From an optimization exercise on the open Yosys and OpenROAD flow, aimed at small area; shortcuts taken in it are not production practice. Function was checked by simulation only, so behaviour that the tests miss may differ from the original. Power and IR drop assume default switching activity.

==> flow/design.v <==
module led_cube_scan_driver #(
  parameter int          N            = 8,
  parameter int          LAYER_DWELL  = 50000,
  parameter int          BLANK_CYCLES = 500,
  parameter logic [7:0]  SYNC_BYTE    = 8'hA5
) (
  input  logic             clk,
  input  logic             reset_n,
  input  logic             enable,
  input  logic [7:0]       in_data,
  input  logic             in_valid,
  output logic             in_ready,
  output logic [N*N-1:0]   col_out,
  output logic [N-1:0]     layer_out,
  output logic             frame_tick,
  output logic [7:0]       frame_count,
  output logic             sync_err
);
  localparam int NBITS  = N * N * N;
  localparam int NBYTES = NBITS / 8;        
  localparam int AW     = (NBYTES > 1) ? $clog2(NBYTES) : 1;
  localparam int LW     = (N > 1) ? $clog2(N) : 1;
  localparam int WB     = N * N;            
  localparam int NL     = WB / 8;           
  localparam int JW     = (NL > 1) ? $clog2(NL) : 1;
  localparam int NR     = N - 1;            
  localparam int CMAX   = (LAYER_DWELL > BLANK_CYCLES) ? LAYER_DWELL : BLANK_CYCLES;
  localparam int CW     = $clog2(CMAX + 1);
  logic            r_data;       
  logic [AW-1:0]   r_bidx;       
  logic            r_pending;
  logic            r_sync_err;
  logic            w_xfer;
  logic            w_wdata;
  logic            w_last;
  logic [LW-1:0]   w_word;       
  logic [JW-1:0]   w_lane;       
  logic [WB-1:0]   r_bw0;
  logic [NR-1:0][WB-1:0] r_bk;
  logic [LW-1:0]   r_ph;
  logic [7:0]      r_stg [NL];   
  logic            w_hit_cur;    
  logic            w_hit_prev;   
  logic [WB-1:0]   w_bins;       
  logic [WB-1:0]   r_fw0;
  logic [NR-1:0][WB-1:0] r_ft;
  logic            r_fvalid;     
  logic            r_cpy;        
  logic            w_copy;
  logic            r_on;
  logic [CW-1:0]   r_cnt;
  logic [LW-1:0]   r_layer;
  logic            w_blank_first;
  logic            w_swap;
  logic [NR:0]     r_dsel;       
  logic [NR-1:0]   w_pos1;       
  logic            r_tick;
  logic [7:0]      r_count;
  assign in_ready = ~r_pending;
  assign w_xfer   = in_valid & ~r_pending;
  assign w_wdata  = w_xfer & r_data;
  assign w_last   = w_wdata & (r_bidx == AW'(NBYTES - 1));
  assign w_word   = r_bidx[AW-1 -: LW];
  assign w_lane   = r_bidx[JW-1:0];
  always_ff @(posedge clk or negedge reset_n) begin
    if (!reset_n) begin
      r_data     <= 1'b0;
      r_bidx     <= '0;
      r_sync_err <= 1'b0;
      r_pending  <= 1'b0;
    end else begin
      r_sync_err <= w_xfer & ~r_data & (in_data != SYNC_BYTE);
      if (w_xfer) begin
        if (!r_data) begin
          r_data <= (in_data == SYNC_BYTE);
        end else begin
          r_bidx <= r_bidx + AW'(1);
          if (r_bidx == AW'(NBYTES - 1)) r_data <= 1'b0;
        end
      end
      if (w_last) begin
        r_pending <= 1'b1;
      end else if (w_swap) begin
        r_pending <= 1'b0;
      end
    end
  end
  always_ff @(posedge clk) begin
    for (int j = 0; j < NL; j++) begin
      if (w_wdata && (w_word == '0) && (w_lane == JW'(j))) begin
        r_bw0[j*8 +: 8] <= in_data;
      end
    end
  end
  always_ff @(posedge clk) begin
    if (w_wdata) begin
      r_stg[w_lane] <= in_data;
    end
  end
  assign w_hit_cur  = (w_word != LW'(0)) && (r_ph == w_word - LW'(1));
  assign w_hit_prev = (w_word != LW'(1)) && (r_ph == w_word - LW'(2));
  always_comb begin
    for (int j = 0; j < NL; j++) begin
      w_bins[j*8 +: 8] = ((JW'(j) < w_lane) ? w_hit_cur : w_hit_prev) ? r_stg[j] : r_bk[0][j*8 +: 8];
    end
  end
  always_ff @(posedge clk) begin
    for (int p = 0; p < NR - 1; p++) begin
      r_bk[p] <= r_bk[p+1];
      r_ft[p] <= r_ft[p+1];
    end
    r_bk[NR-1] <= w_bins;
    r_ft[NR-1] <= w_copy ? r_bk[NR-1] : r_ft[0];
  end
  always_ff @(posedge clk or negedge reset_n) begin
    if (!reset_n) begin
      r_ph  <= '0;
      r_cpy <= 1'b0;
    end else begin
      r_ph <= (r_ph == LW'(NR - 1)) ? '0 : r_ph + LW'(1);
      if (w_swap) begin
        r_cpy <= 1'b1;
      end else if (w_wdata && (r_bidx == AW'(NL - 1))) begin
        r_cpy <= 1'b0;
      end
    end
  end
  assign w_copy = w_swap | r_cpy;
  always_ff @(posedge clk) begin
    if (w_swap) begin
      r_fw0 <= r_bw0;
    end
  end
  assign w_blank_first = ~r_on && (r_cnt == '0);
  assign w_swap        = enable && w_blank_first && (r_layer == '0) && r_pending;
  always_ff @(posedge clk or negedge reset_n) begin
    if (!reset_n) begin
      r_on    <= 1'b0;
      r_cnt   <= '0;
      r_layer <= '0;
    end else if (!enable) begin
      r_on    <= 1'b0;
      r_cnt   <= '0;
      r_layer <= '0;
    end else if (!r_on) begin
      if (r_cnt == CW'(BLANK_CYCLES - 1)) begin
        r_on  <= 1'b1;
        r_cnt <= '0;
      end else begin
        r_cnt <= r_cnt + CW'(1);
      end
    end else begin
      if (r_cnt == CW'(LAYER_DWELL - 1)) begin
        r_on    <= 1'b0;
        r_cnt   <= '0;
        r_layer <= (r_layer == LW'(N - 1)) ? '0 : r_layer + LW'(1);
      end else begin
        r_cnt <= r_cnt + CW'(1);
      end
    end
  end
  always_ff @(posedge clk or negedge reset_n) begin
    if (!reset_n) begin
      r_fvalid <= 1'b0;
      r_tick   <= 1'b0;
      r_count  <= '0;
      r_dsel   <= '0;
    end else begin
      r_tick  <= w_swap;
      r_count <= r_count + {7'd0, w_swap};
      if (w_swap) begin
        r_fvalid <= 1'b1;
      end
      if (!enable) begin
        r_dsel <= '0;
      end else if (w_blank_first) begin
        if (r_layer == '0) begin
          r_dsel <= {r_fvalid | w_swap, {NR{1'b0}}};
        end else if (r_layer == LW'(1)) begin
          r_dsel <= {1'b0, r_dsel[NR] ? w_pos1 : {NR{1'b0}}};
        end
      end else begin
        r_dsel <= {r_dsel[NR], r_dsel[0], r_dsel[NR-1:1]};
      end
    end
  end
  assign w_pos1 = NR'(1) << ((r_ph == '0) ? '0 : LW'(NR) - r_ph);
  always_comb begin
    col_out = {WB{r_dsel[NR]}} & r_fw0;
    for (int p = 0; p < NR; p++) begin
      col_out = col_out | ({WB{r_dsel[p]}} & r_ft[p]);
    end
  end
  assign layer_out   = r_on ? (N'(1) << r_layer) : '0;
  assign frame_tick  = r_tick;
  assign frame_count = r_count;
  assign sync_err    = r_sync_err;
endmodule
==> flow/flow/run.sh <==
#!/bin/bash
# The standard layout (standard.sh: the standard synthesis, then ORFS from
# floorplan to finish) with three changes:
# * after the standard synthesis, its combinational logic is re-mapped by ABC
#   for area (flow/remap.ys); every flip-flop instance is kept as it is, and
#   flow/equiv.ys checks the new netlist against the standard one (if that
#   check fails, the standard netlist is used);
# * the port buffers ORFS puts on every input and output are buf_1;
# * clock tree synthesis clusters 16 sinks per clkbuf_8 and adds no dummy loads.
# Each tool's output goes to a log file of its own in this folder.
set -euo pipefail
LIB=$FLOW_HOME/platforms/sky130hd/lib/sky130_fd_sc_hd__tt_025C_1v80.lib
R=$PWD/orfs/results/sky130hd/led_cube_scan_driver/base
YOSYS=$FLOW_HOME/../tools/install/yosys/bin/yosys
[[ -x $YOSYS ]] || YOSYS=yosys
CTS="-sink_clustering_enable -repair_clock_nets -sink_clustering_size 18 -sink_clustering_max_diameter 60 -buf_list sky130_fd_sc_hd__clkbuf_8 -dont_use_dummy_load"
ARGS=("BUFFER_PORTS_ARGS=-buffer_cell sky130_fd_sc_hd__buf_1" "CTS_ARGS=$CTS")

bash standard.sh "${ARGS[@]}" synth > synth.log 2>&1

cp "$R/1_2_yosys.v" std_1_2_yosys.v
sed -e "s#@LIB@#$LIB#g" -e "s#@IN@#std_1_2_yosys.v#" -e "s#@OUT@#remap_1_2_yosys.v#" flow/remap.ys > remap_run.ys
sed -e "s#@LIB@#$LIB#g" -e "s#@GOLD@#std_1_2_yosys.v#" -e "s#@GATE@#remap_1_2_yosys.v#" flow/equiv.ys > equiv_run.ys
if "$YOSYS" -s remap_run.ys > remap.log 2>&1 && "$YOSYS" -s equiv_run.ys > equiv.log 2>&1; then
  cp remap_1_2_yosys.v "$R/1_2_yosys.v"
  touch "$R/1_2_yosys.v"
  echo "using the re-mapped netlist" > netlist_choice.log
else
  echo "re-map or its check failed: using the standard netlist" > netlist_choice.log
fi

bash standard.sh "${ARGS[@]}" finish > finish.log 2>&1
==> flow/flow/equiv.ys <==
# Check that the re-mapped netlist equals the standard one: the flip-flops are
# the same instances in both, so the logic between them must be equivalent.
read_liberty -ignore_miss_func @LIB@
blackbox sky130_fd_sc_hd__*df*
read_verilog @GOLD@
rename led_cube_scan_driver gold
read_verilog @GATE@
rename led_cube_scan_driver gate
flatten gold gate
rename -hide w:_* w:*.*
opt_clean
equiv_make gold gate equiv
hierarchy -top equiv
equiv_simple
equiv_status -assert
==> flow/flow/remap.ys <==
# Re-map the combinational logic of the standard synthesis netlist for area.
# Every flip-flop instance stays as it is (name, cell type and connections).
read_liberty -ignore_miss_func @LIB@
read_verilog @IN@
hierarchy -top led_cube_scan_driver
setattr -mod -set keep_hierarchy 1 sky130_fd_sc_hd__*df*
flatten
rename -hide w:*.*
opt_clean -purge
abc -liberty @LIB@ -dont_use *lpflow* -dont_use *probe* -script "+strash;ifraig;scorr;dc2;strash;dch,-f;amap;topo"
opt_clean -purge
hilomap -singleton -hicell sky130_fd_sc_hd__conb_1 HI -locell sky130_fd_sc_hd__conb_1 LO
splitnets
opt_clean -purge
insbuf -buf sky130_fd_sc_hd__buf_4 A X
hierarchy -top led_cube_scan_driver
blackbox sky130_fd_sc_hd__*df*
stat -liberty @LIB@
write_verilog -noattr -noexpr -nohex -nodec @OUT@
==> flow/standard.sh <==
#!/bin/bash
# synth_recipe.tcl (not shown) runs the flow's synth.tcl, then flattens the netlist and writes it again
# the make line also repeats each setting of config.mk as NAME=value (left out here)
make -C /OpenROAD-flow-scripts/flow DESIGN_CONFIG=/design/flow/config.mk WORK_HOME=/design/flow/orfs CLKGATE_MAP_FILE= SYNTH_SCRIPT=/design/flow/synth_recipe.tcl "${@:-finish}"
==> flow/config.mk <==
export PLATFORM = sky130hd
export DESIGN_NAME = led_cube_scan_driver
export DESIGN_NICKNAME = led_cube_scan_driver
export VERILOG_FILES = /design/flow/design.v
export SDC_FILE = /design/flow/constraint.sdc
export NUM_CORES = 4
export LEC_CHECK = 0
export CAP_MARGIN = 20
export CORE_MARGIN = 2
export CORE_UTILIZATION = 70
export CTS_BUF_LIST = sky130_fd_sc_hd__clkbuf_8
export CTS_CLUSTER_DIAMETER = 50
export CTS_CLUSTER_SIZE = 16
export PLACE_DENSITY = 0.8
export SLEW_MARGIN = 20
==> flow/constraint.sdc <==
create_clock -name core_clock -period 20.0 [get_ports {clk}]
set_input_delay 4.0000 -clock core_clock [delete_from_list [all_inputs] [get_ports {clk}]]
set_output_delay 4.0000 -clock core_clock [all_outputs]
set_load 0.01 [all_outputs]
==> flow_summary.yaml, run 1 <==
sta:
  slew_headroom_pct: 31.1
  whs_ps: 323
  fmax_mhz: 131
  hold_violations: 0
  rsz0062_at_grt: "no"
  fin_crit_sh_pct: 38.2
  setup_violations: 0
  period_needed_ps: 7640
  worst_clock_skew_ps: 32.3
  slew_violations: 0
  layout_setup_ws_ps: 12360
  worstMarginPinSlew_ps: 1030
  totalNegativeSetupSlack_ps: 0
critical_path:
  critical_path_class: "flip-flop to output port"
  worstSetupEndpointType: "output port"
  arrival_ps: 3640
  crit_fanout: 52
  cp.required_ps: 16000
  crit_path_start_kind: "flip-flop"
clock_tree:
  ctsHoldBuffers: 0
  cts_buffer_depth: 3
  cts_made_buffers: 73
  clk_latency_ps: 650
  path_clk_slew_ps: 110
  ctsResizeCount: 0
  root_buffer: "clkbuf_8"
  htree_levels: 3
  cts_num_sinks: 1139
  cts_setup_buffers: 0
  cts_tree: "done"
drt:
  route.final.wire_length_mm: 61.0
  first_pass_iters: 6
  drt.antenna.violating_nets: 0
  vias: 15976
  drt_iter0_drc: 2013
  via_per_inst: 6.14
  wl_per_cell_um: 23.4
  drc: 0
grt:
  grt_overflow: 0
  grt_pass1_wl_mm: 93.3
  antenna_found_initial: 1
  first_global_vias: 16223
  grt_usage_pct: 28.1
  grt_start_max_net_pins: 57
cells_and_area:
  area_growth_pct: 7.83
  mostFrequentLayoutCells: "dfxtp_1, edfxtp_1, a22o_1, a222oi_1, nand2_1"
  final_common_cell: "dfxtp_1"
  drive_gt1_share_pct: 5.82
  nets: 2077
floorplanning:
  die_y_um: 210
  io_pins: 95
  dieWidth_um: 210
  initial_core_util_pct: 70.8
  coreArea_mm2: 0.0419
  design.die.area_mm2: 0.0440
  floorplan.rows: 75
placed_design:
  place.detailed.hpwl_mm: 33.6
  io_buffers: 94
  dpl_worst_slack_ps: 13080
  gp_congestion: 0.862
synth:
  yosys_warnings: 1
  syn_area_per_cell_um2: 15.9
  syn_nets: 1876
  syn_area_mm2: 0.0296
  netlist_instances: 1864
status:
  status: "finished clean"
pwr:
  power_density_mw_per_mm2: 159
  peakVddDrop_uv: 68.7
  p_leak_nw: 12.1
run:
  maxCapViolations: 0
worst_hold_path:
  hp-class: "flip-flop to flip-flop"
## critical path, cell delays in order, from the launching register on
cell and delay [ps]:
dfrtp_2 350, buf_4 710, clkinv_1 980, o21ai_0 490, a221oi_1 90, nand3_1 190
buf_1 170
## power by group
part	internal, mW	leakage, nW	switching (mW)
clock network	0.331	0.525	0.631
logic	0.237	1.74	0.367
registers	3.14	9.87	0.374
total	3.71	12.1	1.37
## path summary, 6_finish.rpt
kind,depth (start not counted),slack [ps],end,startpoint
setup / recovery,6,12360,col_out[11],r_dsel[0]
hold / removal,0,320,r_bk[308],r_bk[372]
setup reg to reg,12,15650,r_ft[399],r_cnt[13]
hold reg to reg,0,320,r_bk[308],r_bk[372]
max in group asynchronous,2,16050,r_dsel[2],reset_n
min in group asynchronous,2,3460,r_cnt[8],reset_n
## state kept, by name (all words and copies together) (netlist names)
register,flops
r_cnt,16
r_cpy,1
r_count,8
r_ft,448
r_tick,1
r_bidx,6
r_fvalid,1
r_fw0,64
r_bw0,64
r_stg,64
r_data,1
r_dsel,8
r_sync_err,1
r_ph,3
r_pending,1
r_bk,448
r_on,1
r_layer,3
## per-stage QoR
stage	power, mW	cell area, um^2	instances	util, %
detailed placement	4.14	30900	2529	73.9
CTS	5.09	31900	2602	76.3
global placement	4.08	30900	2529	73.9
finish	5.08	31900	2604	76.3
global route	5.30	31900	2604	76.3
floorplan	3.78	29600	1864	-
## per-layer routing
layer	global-route usage (%)	routed length, um	vias up
met5	0	0	-
met4	11.0	1970	0
met3	4.88	4660	122
met2	43.5	28200	690
met1	40.5	26200	7935
li1	-	-	7229
## cell type report
type                            instances  area, um^2
Inverter                               69         259
Tap cell                              539         674
Clock buffer                           73        1000
Sequential cell                      1139       25000
Fill cell                            2402        9910
Multi-Input combinational cell        656        4420
Timing Repair Buffer                  126         594
Antenna cell                            2        5.00
==> run 2: changes to the inputs <==
--- a/flow/flow/run.sh
+++ b/flow/flow/run.sh
@@ -6,7 +6,8 @@
 #   flow/equiv.ys checks the new netlist against the standard one (if that
 #   check fails, the standard netlist is used);
 # * the port buffers ORFS puts on every input and output are buf_1;
-# * clock tree synthesis clusters 16 sinks per clkbuf_8 and adds no dummy loads.
+# * clock tree synthesis clusters up to 18 sinks per clkbuf_8 and adds no dummy
+#   loads.
 # Each tool's output goes to a log file of its own in this folder.
 set -euo pipefail
 LIB=$FLOW_HOME/platforms/sky130hd/lib/sky130_fd_sc_hd__tt_025C_1v80.lib
==> run 2 against run 1 <==
  * Still clean on timing, DRC and antenna
  * Register-to-register slack hardly changed
  * Clock power hardly changed
  * Setup slack stayed put
  * Fmax stayed put
  * Sequential share of layout area stayed put
  * Via count stayed put
  * Sequential cell count stayed put
  * Critical path type unchanged
  * Critical endpoint unchanged
==> flow_summary.yaml, run 2 <==
status:
  status: "finished clean"
grt:
  grt_overflow: 0
  first_global_vias: 16223
  grt_usage_pct: 28.1
  grt_start_max_net_pins: 57
  antenna_found_initial: 1
  grt_pass1_wl_mm: 93.3
placed_design:
  io_buffers: 94
  gp_congestion: 0.862
  place.detailed.hpwl_mm: 33.6
cells_and_area:
  fillCellCount: 2402
  mostFrequentLayoutCells: "dfxtp_1, edfxtp_1, a22o_1, a222oi_1, nand2_1"
  final_common_cell: "dfxtp_1"
  area_growth_pct: 7.83
  top_regs: "r_bk: 448 flops, r_ft: 448 flops"
  drive_gt1_share_pct: 5.82
  nets: 2077
floorplanning:
  die_y_um: 210
  io_pins: 95
  floorplan.rows: 75
  initial_core_util_pct: 70.8
  coreArea_mm2: 0.0419
  dieWidth_um: 210
  design.die.area_mm2: 0.0440
drt:
  first_pass_iters: 6
  wl_per_cell_um: 23.4
  drc: 0
  via_per_inst: 6.14
  vias: 15976
  drt.antenna.violating_nets: 0
  route.final.wire_length_mm: 61.0
  drt_iter0_drc: 2013
clock_tree:
  cts_num_sinks: 1139
  ctsResizeCount: 0
  cts_tree: "done"
  root_buffer: "clkbuf_8"
  path_clk_slew_ps: 110
  htree_levels: 3
  cts_made_buffers: 73
  cts_buffer_depth: 3
  ctsHoldBuffers: 0
  clk_latency_ps: 650
  cts_setup_buffers: 0
critical_path:
  worstSetupEndpointType: "output port"
  path_buf_inv: 3
  critical_path_class: "flip-flop to output port"
  critPathTopFamily: "buffers and inverters"
  path_cells: "buf_4 > clkinv_1 > o21ai_0 > a221oi_1 > nand3_1 > buf_1"
  crit_fanout: 52
  critPathMaxStageDelay_ps: 980
  crit_path_start_kind: "flip-flop"
  cp.required_ps: 16000
  slowest_stage: "clkinv_1"
  arrival_ps: 3640
sta:
  fin_crit_sh_pct: 38.2
  slew_violations: 0
  setup_violations: 0
  hold_violations: 0
  slew_headroom_pct: 31.1
  worst_clock_skew_ps: 32.3
  rsz0062_at_grt: "no"
  period_needed_ps: 7640
  worstMarginPinSlew_ps: 1030
  totalNegativeSetupSlack_ps: 0
  fmax_mhz: 131
pwr:
  power_mw: 5.08
  power_density_mw_per_mm2: 159
  p_leak_nw: 12.1
  peakVddDrop_uv: 68.7
run:
  maxCapViolations: 0
worst_hold_path:
  hp-class: "flip-flop to flip-flop"
synth:
  netlist_instances: 1864
  syn_area_per_cell_um2: 15.9
  syn_nets: 1876
  syn_area_mm2: 0.0296
  yosys_warnings: 1
==> run 2: final cells by class <==
cell class              count  area, um^2  share of cell area [%]
multi-input cells         656        4420                    13.8
well taps                 539         674                    2.11
repair buffers            126         594                    1.86
diodes                      2        5.00                  0.0157
inverters                  69         259                   0.811
flip-flops and latches   1139       25000                    78.2
clock buffers              73        1000                    3.15
==> run 2: worst register-to-register path: stages, from the launching register on <==
cell	delay [ps]
dfrtp_1	370
clkinv_1	80
nand2_1	80
nor3_1	220
nand3_1	160
nor4_1	780
nand2_1	260
nor3_2	220
buf_4	490
nor2_4	70
inv_2	700
buf_4	610
o21ai_0	190
==> run 2: per-layer routing <==
| layer | GRT usage (%) | wire (um) | share of wire [%] |
|---|---|---|---|
| met5 | 0 | 0 | 0 |
| met4 | 11.0 | 1970 | 3.2 |
| met3 | 4.88 | 4660 | 7.6 |
| met2 | 43.5 | 28200 | 46 |
| met1 | 40.5 | 26200 | 43 |
==> run 2: power by group <==
| group | leakage [nW] | internal [mW] | switching (mW) |
|---|---|---|---|
| Clock | 0.525 | 0.331 | 0.631 |
| Combinational | 1.74 | 0.237 | 0.367 |
| Sequential | 9.87 | 3.14 | 0.374 |
==> run 2: metrics by stage <==
step,hold WS [ps],instance area (um^2),util (%),setup WS (ps),cells
detailed placement,312,30900,73.9,13080,2529
global route,330,31900,76.3,12260,2604
finish,323,31900,76.3,12360,2604
global placement,309,30900,73.9,13170,2529
CTS,327,31900,76.3,12370,2602
floorplan,310,29600,-,6740,1864
==> run 2: path summary, 6_finish.rpt <==
check	depth (start not counted)	endpoint	slack, ps	start
max in group asynchronous	2	r_dsel[2]	16050	reset_n
setup reg to reg	12	r_ft[399]	15650	r_cnt[13]
hold reg to reg	0	r_bk[308]	320	r_bk[372]
min in group asynchronous	2	r_cnt[8]	3460	reset_n
hold / removal	0	r_bk[308]	320	r_bk[372]
setup / recovery	6	col_out[11]	12360	r_dsel[0]
==> run 3: changes to the inputs <==
--- a/flow/flow/run.sh
+++ b/flow/flow/run.sh
@@ -6,15 +6,14 @@
 #   flow/equiv.ys checks the new netlist against the standard one (if that
 #   check fails, the standard netlist is used);
 # * the port buffers ORFS puts on every input and output are buf_1;
-# * clock tree synthesis clusters up to 18 sinks per clkbuf_8 and adds no dummy
-#   loads.
+# * clock tree synthesis clusters 16 sinks per clkbuf_8 and adds no dummy loads.
 # Each tool's output goes to a log file of its own in this folder.
 set -euo pipefail
 LIB=$FLOW_HOME/platforms/sky130hd/lib/sky130_fd_sc_hd__tt_025C_1v80.lib
 R=$PWD/orfs/results/sky130hd/led_cube_scan_driver/base
 YOSYS=$FLOW_HOME/../tools/install/yosys/bin/yosys
 [[ -x $YOSYS ]] || YOSYS=yosys
-CTS="-sink_clustering_enable -repair_clock_nets -sink_clustering_size 18 -sink_clustering_max_diameter 60 -buf_list sky130_fd_sc_hd__clkbuf_8 -dont_use_dummy_load"
+CTS="-sink_clustering_enable -repair_clock_nets -sink_clustering_size 20 -sink_clustering_max_diameter 60 -buf_list sky130_fd_sc_hd__clkbuf_8 -dont_use_dummy_load"
 ARGS=("BUFFER_PORTS_ARGS=-buffer_cell sky130_fd_sc_hd__buf_1" "CTS_ARGS=$CTS")
 
 bash standard.sh "${ARGS[@]}" synth > synth.log 2>&1
==> run 3 against run 2 <==
  * Critical path depth unchanged
  * Sequential power about the same
  * Clock skew increased by 4.5 ps
  * Global-route usage decreased by 0.15 points
  * Wire length decreased by 0.39%
  * Via count increased by 0.34%
  * Non-clock buffer count unchanged
  * Synthesized area unchanged
  * Critical path type unchanged
  * Largest power group unchanged
==> flow_summary.yaml, run 3 <==
pwr:
  sw_frac_of_total_pct: 27.0
  clkPwrFrac_pct: 18.4
  peakVddDrop_uv: 72.2
  power_density_mw_per_mm2: 158
  power.share.combinational_pct: 12.0
  seqPwrFrac_pct: 69.7
  power_mw: 5.05
  intPower_mw: 3.68
  switchingPower_mw: 1.36
  p_leak_nw: 12.1
clock_tree:
  root_buffer: "clkbuf_8"
  cts_num_sinks: 1139
  clk_latency_ps: 660
  ctsResizeCount: 0
  path_clk_slew_ps: 110
  cts_made_buffers: 67
  cts_tree: "done"
  cts_setup_buffers: 0
  cts_buffer_depth: 3
  ctsHoldBuffers: 0
  htree_levels: 3
synth:
  syn_area_mm2: 0.0296
  syn_nets: 1876
  syn_area_per_cell_um2: 15.9
  yosys_warnings: 1
  netlist_instances: 1864
grt:
  first_global_vias: 16065
  grt_start_max_net_pins: 57
  grt_overflow: 0
  antenna_found_initial: 1
  grt_busiest_layer: "met2"
  grtUsageMet1_pct: 40.2
  grt_pass1_wl_mm: 92.8
  use_met3_pct: 4.92
  grt_usage_pct: 28.0
  grt_use_met2_pct: 43.8
sta:
  totalNegativeSetupSlack_ps: 0
  fmax_mhz: 131
  worst_clock_skew_ps: 36.8
  hold_violations: 0
  slew_violations: 0
  period_needed_ps: 7640
  slew_headroom_pct: 33.8
  whs_ps: 307
  fin_crit_sh_pct: 38.2
  rsz0062_at_grt: "no"
  setup_violations: 0
  worstMarginPinSlew_ps: 984
  layout_setup_ws_ps: 12360
cells_and_area:
  top_regs: "r_bk: 448 flops, r_ft: 448 flops"
  area_growth_pct: 7.55
  final_common_cell: "dfxtp_1"
  nets: 2071
  mostFrequentLayoutCells: "dfxtp_1, edfxtp_1, a22o_1, a222oi_1, nand2_1"
  drive_gt1_share_pct: 5.54
  final_cells: 2598
floorplanning:
  io_pins: 95
  die_y_um: 210
  coreArea_mm2: 0.0419
  dieWidth_um: 210
  design.die.area_mm2: 0.0440
  floorplan.rows: 75
  initial_core_util_pct: 70.8
status:
  status: "finished clean"
critical_path:
  cp-startpoint: "r_dsel[0]"
  cp.required_ps: 16000
  crit_fanout: 52
  worstReg2RegStart: "r_cnt[13]"
  critical_path_class: "flip-flop to output port"
  r2r_slack_ps: 15640
  arrival_ps: 3640
  crit_path_start_kind: "flip-flop"
  worstSetupEndpointType: "output port"
drt:
  vias: 16031
  first_pass_iters: 8
  drt.antenna.violating_nets: 0
  via_per_inst: 6.17
  route.final.wire_length_mm: 60.8
  drt_iter0_drc: 2125
  wl_per_cell_um: 23.4
  drc: 0
run:
  maxCapViolations: 0
placed_design:
  place.detailed.hpwl_mm: 33.6
  io_buffers: 94
  gp_congestion: 0.862
  dpl_worst_slack_ps: 13080
  dp_cells: 2529
worst_hold_path:
  hp-class: "flip-flop to flip-flop"
  hold_start: "r_bk[299]"
-- run 3: area by class of cell --
class	count	area [um^2]
fillers	2435	9990
flip-flops and latches	1139	25000
clock buffers	67	922
repair buffers	126	594
inverters	69	259
diodes	2	5.00
well taps	539	674
multi-input cells	656	4420
-- run 3: per-layer routing --
metal	routed length (um)	vias to the layer above	share of wire (%)
met5	0	-	0
met4	1610	0	2.6
met3	4760	112	7.8
met2	28500	720	47
met1	25900	7968	43
li1	-	7231	-
-- run 3: worst max-delay path: stages (launching register included) --
cell      delay (ps)
dfrtp_2          350
buf_4            690
clkinv_1        1010
o21ai_0          500
a221oi_1          80
nand3_1          190
buf_1            170
-- run 3: power by group through the flow --
stage               logic [mW]  registers [mW]  clock network, mW
finish                   0.604            3.51              0.927
global route             0.656            3.59               1.02
CTS                      0.604            3.51              0.938
detailed placement       0.598            3.54                  0
global placement         0.580            3.50                  0
floorplan                0.370            3.41                  0
-- run 3: path summary, 6_finish.rpt --
kind                          endpoint  cells after the start
max                        col_out[11]                      6
min                          r_bk[235]                      0
max reg2reg                  r_ft[399]                     12
min reg2reg                  r_bk[235]                      0
max in group asynchronous    r_dsel[0]                      2
min in group asynchronous    r_cnt[15]                      2
-- run 3: per-stage QoR --
stage                     util [%]  cell area [um^2]
after floorplan                  -             29600
after global placement        73.9             30900
after detailed placement      73.9             30900
after CTS                     76.1             31800
after global routing          76.1             31900
final                         76.1             31900
==> run 4: changes to the inputs <==
--- a/flow/flow/run.sh
+++ b/flow/flow/run.sh
@@ -6,7 +6,8 @@
 #   flow/equiv.ys checks the new netlist against the standard one (if that
 #   check fails, the standard netlist is used);
 # * the port buffers ORFS puts on every input and output are buf_1;
-# * clock tree synthesis clusters 16 sinks per clkbuf_8 and adds no dummy loads.
+# * clock tree synthesis clusters up to 20 sinks per clkbuf_8 and adds no dummy
+#   loads.
 # Each tool's output goes to a log file of its own in this folder.
 set -euo pipefail
 LIB=$FLOW_HOME/platforms/sky130hd/lib/sky130_fd_sc_hd__tt_025C_1v80.lib
==> run 4 against run 3 <==
  * Clock skew unchanged
  * Synthesized area stayed put
  * Setup slack unchanged
  * Via count did not move
  * Count of clock-buffer cells in the layout is the same
  * Critical path type unchanged
  * Critical endpoint unchanged
  * Highest routed layer unchanged
==> flow_summary.yaml, run 4 <==
status:
  status: "finished clean"
critical_path:
  arrival_ps: 3640
  crit_path_start_kind: "flip-flop"
  critical_path_class: "flip-flop to output port"
  crit_fanout: 52
  cp.required_ps: 16000
  worstSetupEndpointType: "output port"
sta:
  worst_clock_skew_ps: 36.8
  setup_violations: 0
  totalNegativeSetupSlack_ps: 0
  fmax_mhz: 131
  fin_crit_sh_pct: 38.2
  period_needed_ps: 7640
  rsz0062_at_grt: "no"
  slew_headroom_pct: 33.8
  layout_setup_ws_ps: 12360
  worstMarginPinSlew_ps: 984
  hold_violations: 0
  slew_violations: 0
pwr:
  power.share.combinational_pct: 12.0
  sw_frac_of_total_pct: 27.0
  power_density_mw_per_mm2: 158
  peakVddDrop_uv: 72.2
  p_leak_nw: 12.1
  switchingPower_mw: 1.36
  intPower_mw: 3.68
  seqPwrFrac_pct: 69.7
  clkPwrFrac_pct: 18.4
worst_hold_path:
  hp-class: "flip-flop to flip-flop"
grt:
  grt_start_max_net_pins: 57
  grt_overflow: 0
  antenna_found_initial: 1
  first_global_vias: 16065
  grt_pass1_wl_mm: 92.8
  grt_usage_pct: 28.0
clock_tree:
  clk_latency_ps: 660
  cts_setup_buffers: 0
  cts_buffer_depth: 3
  ctsHoldBuffers: 0
  path_clk_slew_ps: 110
  cts_tree: "done"
  cts_made_buffers: 67
  cts_num_sinks: 1139
  htree_levels: 3
  ctsResizeCount: 0
  root_buffer: "clkbuf_8"
floorplanning:
  die_y_um: 210
  dieWidth_um: 210
  initial_core_util_pct: 70.8
  io_pins: 95
  floorplan.rows: 75
  coreArea_mm2: 0.0419
  design.die.area_mm2: 0.0440
synth:
  netlist_instances: 1864
  syn_nets: 1876
  yosys_warnings: 1
  syn_area_per_cell_um2: 15.9
  syn_area_mm2: 0.0296
cells_and_area:
  mostFrequentLayoutCells: "dfxtp_1, edfxtp_1, a22o_1, a222oi_1, nand2_1"
  final_common_cell: "dfxtp_1"
  drive_gt1_share_pct: 5.54
  nets: 2071
  regArea_mm2: 0.0250
  area_growth_pct: 7.55
  top_regs: "r_bk: 448 flops, r_ft: 448 flops"
  fillCellCount: 2435
  multi_input_area_mm2: 0.00442
drt:
  drt_iter0_drc: 2125
  vias: 16031
  drt.antenna.violating_nets: 0
  route.final.wire_length_mm: 60.8
  drc: 0
  via_per_inst: 6.17
  first_pass_iters: 8
  wl_per_cell_um: 23.4
placed_design:
  gp_congestion: 0.862
  place.detailed.hpwl_mm: 33.6
  io_buffers: 94
  dpl_worst_slack_ps: 13080
run:
  maxCapViolations: 0
## run 4: area by class of cell
class                   count  area share, %
multi-input cells         656           13.9
diodes                      2         0.0157
well taps                 539           2.12
flip-flops and latches   1139           78.4
repair buffers            126           1.87
clock buffers              67           2.89
inverters                  69          0.813
## run 4: power groups by stage
stage,Clock (mW),Combinational (mW),Sequential (mW)
floorplan,0,0.370,3.41
global placement,0,0.580,3.50
detailed placement,0,0.598,3.54
CTS,0.938,0.604,3.51
global route,1.02,0.656,3.59
finish,0.927,0.604,3.51
## run 4: routing by layer
layer / track usage [%] / up-vias / wire length (um)
met1: 40.2 / 7968 / 25900
met3: 4.92 / 112 / 4760
met5: 0 / - / 0
li1: - / 7231 / -
met4: 9.73 / 0 / 1610
met2: 43.8 / 720 / 28500
## run 4: path summary, 6_finish.rpt
check	cells after the start	start	slack, ps	end
max	6	r_dsel[0]	12360	col_out[11]
min	0	r_bk[299]	310	r_bk[235]
min reg2reg	0	r_bk[299]	310	r_bk[235]
max in group asynchronous	2	reset_n	16050	r_dsel[0]
min in group asynchronous	2	reset_n	3460	r_cnt[15]
max reg2reg	12	r_cnt[13]	15640	r_ft[399]
## run 4: through the flow
step	utilization (%)	power, mW	std cells	hold slack, ps	instance area, um^2
after floorplan	-	3.78	1864	310	29600
after global placement	73.9	4.08	2529	309	30900
after detailed placement	73.9	4.14	2529	312	30900
after CTS	76.1	5.05	2596	310	31800
after global routing	76.1	5.26	2598	319	31900
final	76.1	5.05	2598	307	31900
## run 4: critical path, stage by stage, from the launching register on
cell and delay, ps:
dfrtp_2 350, buf_4 690, clkinv_1 1010, o21ai_0 500
a221oi_1 80, nand3_1 190, buf_1 170

re-timing with driven ports:
In the flow no input, the clock included, has a driving cell. The finished layouts below were timed again as built, in two steps.
Step 1 assumes that a clkbuf_16 drives the clock port and a buf_2 every other input.
Step 2 also shifts input and output timing later by t, the mid clock arrival at the registers, as if the neighbouring blocks saw the same clock.
Slacks: ideal / step 1 / step 2; pairs: ideal / step 1.
run | t, ns | setup slack, ns | hold WS [ns] | slew at the worst register clock pin (ns)
run 1 | 0.696 | 12.363 / 12.302 / 12.997 | 0.323 / 0.323 / 0.323 | 0.11 / 0.11
run 2 | 0.696 | 12.363 / 12.302 / 12.997 | 0.323 / 0.323 / 0.323 | 0.11 / 0.11
run 3 | 0.693 | 12.356 / 12.295 / 12.988 | 0.307 / 0.307 / 0.307 | 0.12 / 0.12
run 4 | 0.693 | 12.356 / 12.295 / 12.988 | 0.307 / 0.307 / 0.307 | 0.12 / 0.12
After both steps every run listed still meets setup and hold.
